This is an optimization exercise on Yosys and OpenROAD, whose aim is small area and a short achievable clock period, not a production implementation.
In this exercise RTL edits were held to simulation tests only and were not proved equivalent to the original.

Design servo_top, start of the top module:
module servo_top #(
	parameter int ADC_W     = servo_pkg::ADC_W,
	parameter int SIGNAL_W  = servo_pkg::SIGNAL_W,
	parameter int COEF_W    = servo_pkg::COEF_W,
	parameter int COEF_FRAC = servo_pkg::COEF_FRAC,
	parameter int DAC_W     = servo_pkg::DAC_W
) (
	input  logic                          clk1,
	input  logic                          i_rst_n,
	input  logic                          i_wb_cyc,
	input  logic                          i_wb_stb,
	input  logic                          i_wb_we,
	input  logic [servo_pkg::WB_AW-1:0]   i_wb_adr,
	input  logic [servo_pkg::WB_DW-1:0]   i_wb_dat,
	output logic [servo_pkg::WB_DW-1:0]   o_wb_dat,
	output logic                          o_wb_ack,
	input  logic signed [ADC_W-1:0]       i_adc0,
	input  logic signed [ADC_W-1:0]       i_adc1,
	input  logic                          i_sample_valid,
	output logic signed [DAC_W-1:0]       o_dac_word,
	output logic                          o_dac_valid,
	output logic signed [SIGNAL_W-1:0]    o_error,
	output logic [1:0]                    o_afe_gain0,
	output logic [1:0]                    o_afe_gain1
);
	logic                       filt_on0;
	logic                       filt_on1;
  ...
Size: roughly 470 flip-flops, about 150 I/O pins, ~30000 µm² of cells after synthesis.
Settings: LEC_CHECK=0, CAP_MARGIN=20, CORE_MARGIN=2, CORE_UTILIZATION=40, SLEW_MARGIN=20; clock period 16.0 ns.
standard.sh (not shown) runs the stock make flow with config.mk's settings and CLKGATE_MAP_FILE= SYNTH_SCRIPT=/design/flow/synth_recipe.tcl, a recipe that flattens the netlist after the stock synthesis.
==> flow/flow/run.sh <==
#!/bin/bash
# The standard layout (standard.sh: ORFS with the standard synthesis),
# with these changes to how the layout is made:
#  - the port buffers are plain buf_1 cells (upsized by repair where needed),
#  - buffers that synthesis added are removed before placement,
#  - placement packs cells more densely,
#  - clock tree leaf clusters of up to 24 sinks,
#  - timing repair aims for more setup slack than the 16 ns clock needs.
# The SDC (clock period and I/O delays) is the standard flow's, unchanged.
# Make's output goes to make.log; ORFS writes each tool's full log under
# orfs/logs, copied to logs_orfs at the end.
set -uo pipefail
cd "$(dirname "$0")/.."
bash standard.sh \
  "BUFFER_PORTS_ARGS=-buffer_cell sky130_fd_sc_hd__buf_1" \
  REMOVE_ABC_BUFFERS=1 \
  PLACE_DENSITY=0.8 \
  "CTS_ARGS=-sink_clustering_enable -repair_clock_nets -sink_clustering_size 16 -sink_clustering_max_diameter 150 -sink_clustering_buffer sky130_fd_sc_hd__clkbuf_8" \
  SETUP_SLACK_MARGIN=11.62 \
  finish > make.log 2>&1
status=$?
cp -r orfs/logs logs_orfs 2>/dev/null
exit $status
The baseline finished clean.
Edit:
==> flow/flow/run.sh (replaced) <==
#!/bin/bash
# The standard layout, with port buffers that are plain buffers and timing
# repair that aims for more setup slack than the clock needs. Make's output
# goes to make.log; ORFS keeps each tool's log under orfs/logs.
set -uo pipefail
cd "$(dirname "$0")/.."
bash standard.sh \
  "BUFFER_PORTS_ARGS=-buffer_cell sky130_fd_sc_hd__buf_2" \
  SETUP_SLACK_MARGIN=11.62 CTS_CLUSTER_SIZE=20 CTS_CLUSTER_DIAMETER=150 PLACE_DENSITY=0.8 \
  finish > make.log 2>&1
status=$?
cp -r orfs/logs logs_orfs 2>/dev/null
exit $status
Effect: Cell area grows slightly; setup slack gets better by 0.019 ns; clock-buffer cell count fell by 13; critical path depth drops by 4; routed wire length grows slightly.
Edit:
--- a/flow/flow/run.sh
+++ b/flow/flow/run.sh
@@ -8,3 +8,3 @@
   "BUFFER_PORTS_ARGS=-buffer_cell sky130_fd_sc_hd__buf_2" \
-  SETUP_SLACK_MARGIN=11.62 CTS_CLUSTER_SIZE=20 CTS_CLUSTER_DIAMETER=150 PLACE_DENSITY=0.8 \
+  SETUP_SLACK_MARGIN=11.62 CTS_CLUSTER_SIZE=24 CTS_CLUSTER_DIAMETER=150 PLACE_DENSITY=0.8 REMOVE_ABC_BUFFERS=1 "BUFFER_PORTS_ARGS=-buffer_cell sky130_fd_sc_hd__buf_1" \
   finish > make.log 2>&1
After rerunning: Clock skew is about the same. Setup slack is worse by 0.0045 ns. Utilization goes down by 0.47 points. Hold slack hardly moves.
Edit:
--- a/flow/flow/run.sh
+++ b/flow/flow/run.sh
@@ -8,3 +8,3 @@
   "BUFFER_PORTS_ARGS=-buffer_cell sky130_fd_sc_hd__buf_2" \
-  SETUP_SLACK_MARGIN=11.62 CTS_CLUSTER_SIZE=24 CTS_CLUSTER_DIAMETER=150 PLACE_DENSITY=0.8 REMOVE_ABC_BUFFERS=1 "BUFFER_PORTS_ARGS=-buffer_cell sky130_fd_sc_hd__buf_1" \
+  SETUP_SLACK_MARGIN=11.5 CTS_CLUSTER_SIZE=24 CTS_CLUSTER_DIAMETER=150 PLACE_DENSITY=0.8 REMOVE_ABC_BUFFERS=1 \
   finish > make.log 2>&1
The changed run produced a clean layout.
Clock-buffer cell count does not change.
Non-clock buffer count is lower by 17.

* * *

Another version of the RTL of servo_top (not shown whole).
Size in the first run: about 3100 cells after synthesis, roughly 150 I/O pins, ~31000 um^2 of cells after synthesis.
export LEC_CHECK = 0
export CAP_MARGIN = 20
export CORE_MARGIN = 2
export CORE_UTILIZATION = 40
export SLEW_MARGIN = 20
create_clock -name core_clock -period 16.0 [get_ports {clk1}]
==> flow/flow/run.sh <==
#!/bin/bash
# The standard layout, with port buffers that are plain buffers and timing
# repair that aims for more setup slack than the clock needs. Make's output
# goes to make.log; ORFS keeps each tool's log under orfs/logs.
set -uo pipefail
cd "$(dirname "$0")/.."
bash standard.sh \
  "BUFFER_PORTS_ARGS=-buffer_cell sky130_fd_sc_hd__buf_2" \
  SETUP_SLACK_MARGIN=11.62 CTS_CLUSTER_SIZE=20 CTS_CLUSTER_DIAMETER=150 "BUFFER_PORTS_ARGS=-buffer_cell sky130_fd_sc_hd__buf_1" \
  finish > make.log 2>&1
status=$?
cp -r orfs/logs logs_orfs 2>/dev/null
exit $status
Next try:
--- a/flow/flow/run.sh
+++ b/flow/flow/run.sh
@@ -9 +9 @@
-  SETUP_SLACK_MARGIN=11.62 CTS_CLUSTER_SIZE=20 CTS_CLUSTER_DIAMETER=150 "BUFFER_PORTS_ARGS=-buffer_cell sky130_fd_sc_hd__buf_1" \
+  SETUP_SLACK_MARGIN=11.8 CTS_CLUSTER_SIZE=30 "CTS_BUF_LIST=sky130_fd_sc_hd__clkbuf_8" \
Outcome: Utilization goes up by 2.2 points. Final area is higher by a few percent. Critical path depth rose by 1. Hold slack is worse by 0.012 ns. Die area stays the same. Synthesized area does not change. Register-to-register slack is better by 0.16 ns.

* * *

== rev 12 ==
servo_top again, from the RTL that the note above started with.
## servo_top
module servo_top #(
	parameter int ADC_W     = servo_pkg::ADC_W,
	parameter int SIGNAL_W  = servo_pkg::SIGNAL_W,
	parameter int COEF_W    = servo_pkg::COEF_W,
	parameter int COEF_FRAC = servo_pkg::COEF_FRAC,
	parameter int DAC_W     = servo_pkg::DAC_W
) (
	input  logic                          clk1,
	input  logic                          i_rst_n,
	input  logic                          i_wb_cyc,
	input  logic                          i_wb_stb,
	input  logic                          i_wb_we,
	input  logic [servo_pkg::WB_AW-1:0]   i_wb_adr,
	input  logic [servo_pkg::WB_DW-1:0]   i_wb_dat,
	output logic [servo_pkg::WB_DW-1:0]   o_wb_dat,
	output logic                          o_wb_ack,
	input  logic signed [ADC_W-1:0]       i_adc0,
	input  logic signed [ADC_W-1:0]       i_adc1,
	input  logic                          i_sample_valid,
	output logic signed [DAC_W-1:0]       o_dac_word,
	output logic                          o_dac_valid,
	output logic signed [SIGNAL_W-1:0]    o_error,
	output logic [1:0]                    o_afe_gain0,
	output logic [1:0]                    o_afe_gain1
);
export LEC_CHECK = 0
export CAP_MARGIN = 20
export CORE_MARGIN = 2
export CORE_UTILIZATION = 40
export SLEW_MARGIN = 20
create_clock -name core_clock -period 16.0 [get_ports {clk1}]
==> flow/flow/run.sh <==
#!/bin/bash
# The standard layout, with port buffers that are plain buffers and timing
# repair that aims for more setup slack than the clock needs. Make's output
# goes to make.log; ORFS keeps each tool's log under orfs/logs.
set -uo pipefail
cd "$(dirname "$0")/.."
bash standard.sh \
  "BUFFER_PORTS_ARGS=-buffer_cell sky130_fd_sc_hd__buf_2" \
  SETUP_SLACK_MARGIN=11.62 CTS_CLUSTER_SIZE=20 CTS_CLUSTER_DIAMETER=150 \
  finish > make.log 2>&1
status=$?
cp -r orfs/logs logs_orfs 2>/dev/null
exit $status
Edits applied to the flow inputs when going from rev 12 to rev 13:
diff --git a/flow/flow/run.sh b/flow/flow/run.sh
--- a/flow/flow/run.sh
+++ b/flow/flow/run.sh
@@ -6,6 +6,6 @@
 cd "$(dirname "$0")/.."
 bash standard.sh \
+  SETUP_SLACK_MARGIN=11.8 CORE_UTILIZATION=65 PLACE_DENSITY=0.75 \
   "BUFFER_PORTS_ARGS=-buffer_cell sky130_fd_sc_hd__buf_2" \
-  SETUP_SLACK_MARGIN=11.62 CTS_CLUSTER_SIZE=20 CTS_CLUSTER_DIAMETER=150 \
   finish > make.log 2>&1
 status=$?
==> notes.md <==
Wire length of the first global-routing pass in rev 13 vs rev 12: up about 4.4%. There was hardly any difference in final critical-path share of the clock period between rev 12 and rev 13. Compared rev 13 vs rev 12, and ratio of routed vias to standard cells is up in rev 13. From rev 12 to rev 13 the numbers moved as follows: clock tree buffer count of the final layout shows an increase of about 60%, cell area after layout increased about 3.3%. Diff rev 12 -> rev 13: final core utilization went up 30 points, depth of the most critical reg-to-reg path went down. Rev 13 — sequential share of layout area 0.95 points lower, rev 12 as reference.

* * *

== alpha ==
RTL: one of the versions met above, not the one the previous note started from.
Size in the first run: roughly 3,000 cells after synthesis, about 470 flip-flops, roughly 150 I/O pins.
## servo_top
module servo_top #(
	parameter int ADC_W     = servo_pkg::ADC_W,
	parameter int SIGNAL_W  = servo_pkg::SIGNAL_W,
	parameter int COEF_W    = servo_pkg::COEF_W,
	parameter int COEF_FRAC = servo_pkg::COEF_FRAC,
	parameter int DAC_W     = servo_pkg::DAC_W
) (
	input  logic                          clk1,
	input  logic                          i_rst_n,
	input  logic                          i_wb_cyc,
	input  logic                          i_wb_stb,
	input  logic                          i_wb_we,
	input  logic [servo_pkg::WB_AW-1:0]   i_wb_adr,
	input  logic [servo_pkg::WB_DW-1:0]   i_wb_dat,
	output logic [servo_pkg::WB_DW-1:0]   o_wb_dat,
	output logic                          o_wb_ack,
	input  logic signed [ADC_W-1:0]       i_adc0,
	input  logic signed [ADC_W-1:0]       i_adc1,
	input  logic                          i_sample_valid,
	output logic signed [DAC_W-1:0]       o_dac_word,
	output logic                          o_dac_valid,
	output logic signed [SIGNAL_W-1:0]    o_error,
	output logic [1:0]                    o_afe_gain0,
	output logic [1:0]                    o_afe_gain1
);
==> flow/config.mk <==
export PLATFORM = sky130hd
export DESIGN_NAME = servo_top
export DESIGN_NICKNAME = servo_top
export VERILOG_FILES = /design/flow/design.v
export SDC_FILE = /design/flow/constraint.sdc
export NUM_CORES = 4
export LEC_CHECK = 0
export CAP_MARGIN = 20
export CORE_MARGIN = 2
export CORE_UTILIZATION = 40
export SLEW_MARGIN = 20
==> flow/constraint.sdc <==
create_clock -name core_clock -period 16.0 [get_ports {clk1}]
set_input_delay 3.2000 -clock core_clock [delete_from_list [all_inputs] [get_ports {clk1}]]
set_output_delay 3.2000 -clock core_clock [all_outputs]
set_load 0.01 [all_outputs]
==> flow/flow/run.sh <==
#!/bin/bash
# The standard layout, with port buffers that are plain buffers and timing
# repair that aims for more setup slack than the clock needs. Make's output
# goes to make.log; ORFS keeps each tool's log under orfs/logs.
set -uo pipefail
cd "$(dirname "$0")/.."
bash standard.sh \
  "BUFFER_PORTS_ARGS=-buffer_cell sky130_fd_sc_hd__buf_2" \
  SETUP_SLACK_MARGIN=11.62 CTS_CLUSTER_SIZE=24 CTS_CLUSTER_DIAMETER=150 PLACE_DENSITY=0.8 REMOVE_ABC_BUFFERS=1 \
  finish > make.log 2>&1
status=$?
cp -r orfs/logs logs_orfs 2>/dev/null
exit $status
The following lists how beta was set up differently from alpha:
==> flow/flow/run.sh <==
#!/bin/bash
# The standard layout (standard.sh: ORFS with the standard synthesis),
# with these changes to how the layout is made:
#  - the port buffers are plain buf_1 cells (upsized by repair where needed),
#  - buffers that synthesis added are removed before placement,
#  - placement packs cells more densely,
#  - clock tree leaf clusters of up to 24 sinks,
#  - timing repair aims for more setup slack than the 16 ns clock needs.
# The SDC (clock period and I/O delays) is the standard flow's, unchanged.
# Make's output goes to make.log; ORFS writes each tool's full log under
# orfs/logs, copied to logs_orfs at the end.
set -uo pipefail
cd "$(dirname "$0")/.."
bash standard.sh \
  "BUFFER_PORTS_ARGS=-buffer_cell sky130_fd_sc_hd__buf_1" \
  REMOVE_ABC_BUFFERS=1 \
  PLACE_DENSITY=0.8 \
  CTS_CLUSTER_SIZE=24 \
  CTS_CLUSTER_DIAMETER=150 \
  SETUP_SLACK_MARGIN=11.62 \
  finish > make.log 2>&1
status=$?
cp -r orfs/logs logs_orfs 2>/dev/null
exit $status
### Flow results
- Relative to alpha, beta degrades wire length reported by the detailed router.
- Taking alpha as the reference, in beta synthesis-to-layout area growth fell 0.29 points; critical path buffer and inverter count closely matched the old numbers; worst setup margin fell 0.023 ns; number of flip-flops and latches in the synthesized netlist comparable.
- beta vs. alpha: first-pass GRT wire length level; total of fill cells in the finished design level.
- Having completed the whole flow, beta delivered a layout that passed the timing, DRC and antenna checks.
- beta and alpha ended up with roughly the same fraction of standard cell area that is sequential.
> inputs changed (beta -> gamma)
==> flow/flow/run.sh <==
#!/bin/bash
# The standard layout, with port buffers that are plain buffers and timing
# repair that aims for more setup slack than the clock needs. Make's output
# goes to make.log; ORFS keeps each tool's log under orfs/logs.
set -uo pipefail
cd "$(dirname "$0")/.."
bash standard.sh \
  "BUFFER_PORTS_ARGS=-buffer_cell sky130_fd_sc_hd__buf_2" \
  SETUP_SLACK_MARGIN=11.72 CTS_CLUSTER_SIZE=24 CTS_CLUSTER_DIAMETER=150 PLACE_DENSITY=0.8 REMOVE_ABC_BUFFERS=1 \
  finish > make.log 2>&1
status=$?
cp -r orfs/logs logs_orfs 2>/dev/null
exit $status
==> comparison <==
Changes observed in gamma relative to beta: area occupied by multi-input gates held steady; number of vias in the routed layout shrank by 103; highest attainable clock frequency held steady.
Diff gamma..beta | highest fanout seen on the critical path | unchanged
gamma vs beta, critical-path cell with the highest stage delay: sky130_fd_sc_hd__dfrtp_1 vs sky130_fd_sc_hd__dfxtp_1
Proportion of layout cells with a drive suffix above 1: gamma higher than beta

* * *

Another version of the RTL of servo_top (not shown whole).
Size: about 3100 cells after synthesis, about 490 flip-flops.
export LEC_CHECK = 0
export CAP_MARGIN = 20
export CORE_MARGIN = 2
export CORE_UTILIZATION = 40
export SLEW_MARGIN = 20
create_clock -name core_clock -period 16.0 [get_ports {clk1}]
==> flow/flow/run.sh <==
#!/bin/bash
# The standard layout, with port buffers that are plain buffers and timing
# repair that aims for more setup slack than the clock needs. Make's output
# goes to make.log; ORFS keeps each tool's log under orfs/logs.
set -uo pipefail
cd "$(dirname "$0")/.."
bash standard.sh \
  "BUFFER_PORTS_ARGS=-buffer_cell sky130_fd_sc_hd__buf_2" \
  SETUP_SLACK_MARGIN=11.62 CTS_CLUSTER_SIZE=20 CTS_CLUSTER_DIAMETER=150 PLACE_DENSITY=0.8 \
  finish > make.log 2>&1
status=$?
cp -r orfs/logs logs_orfs 2>/dev/null
exit $status
Change:
--- a/flow/flow/run.sh
+++ b/flow/flow/run.sh
@@ -7,5 +7,5 @@
 bash standard.sh \
   "BUFFER_PORTS_ARGS=-buffer_cell sky130_fd_sc_hd__buf_2" \
-  SETUP_SLACK_MARGIN=11.62 CTS_CLUSTER_SIZE=20 CTS_CLUSTER_DIAMETER=150 PLACE_DENSITY=0.8 \
+  SETUP_SLACK_MARGIN=11.8 CTS_CLUSTER_SIZE=20 CTS_CLUSTER_DIAMETER=150 \
   finish > make.log 2>&1
 status=$?
=> The new run passed the timing, DRC and antenna checks. Via count shrinks by 2.2%. Wire length grows by 5.6%. Hold slack is about the same. Fmax shrinks by 0.54%. Cell count stays flat. Final area grows by 2.1%.

## static timing again, ports no longer ideal
No port has a modelled driver above. Below, the same layouts with a new extraction and two added sets of constraints.
Step 1 sets driving cells, clkbuf_16 on the clock port and buf_2 on the other inputs (assumed; they add their load-dependent delay and slew).
Step 2 times the ports against the registers' clock, not the clock port: input delays grow and output delays shrink by t, the midpoint of the rising clock arrivals with the driver on.
a / b / c = no drivers / after step 1 / after step 2; a / b = the first two.
| run | t, ns | setup slack, ns | hold WS [ns] |
|---|---|---|---|
| the first run of note 1 | 0.611 | 11.600 / 11.578 / 11.024 | 0.388 / 0.388 / 0.388 |
| the second run of note 1 | 0.647 | 11.618 / 11.557 / 11.085 | 0.414 / 0.414 / 0.414 |
| the third run of note 1 | 0.635 | 11.614 / 11.554 / 11.078 | 0.414 / 0.414 / 0.414 |
| the fourth run of note 1 | 0.628 | 11.523 / 11.464 / 10.941 | 0.409 / 0.409 / 0.409 |
| the first run of note 2 | 0.689 | 11.531 / 11.463 / 10.909 | 0.417 / 0.417 / 0.417 |
| the second run of note 2 | 0.764 | 11.487 / 11.423 / 11.054 | 0.405 / 0.405 / 0.405 |
| rev 12 | 0.676 | 11.554 / 11.490 / 10.993 | 0.418 / 0.418 / 0.418 |
| rev 13 | 0.678 | 11.543 / 11.480 / 11.121 | 0.396 / 0.396 / 0.396 |
| alpha | 0.625 | 11.637 / 11.579 / 11.084 | 0.412 / 0.412 / 0.412 |
| beta | 0.635 | 11.614 / 11.554 / 11.078 | 0.414 / 0.414 / 0.414 |
| gamma | 0.631 | 11.618 / 11.559 / 11.139 | 0.407 / 0.407 / 0.407 |
| the first run of note 5 | 0.673 | 11.531 / 11.473 / 10.926 | 0.417 / 0.417 / 0.417 |
| the second run of note 5 | 0.681 | 11.507 / 11.443 / 11.087 | 0.416 / 0.416 / 0.416 |
After both steps setup and hold are still met in every run listed. The setup slack of the first run of note 2, which loses most, moves by -0.068 ns with the drivers and by -0.622 ns with both steps.
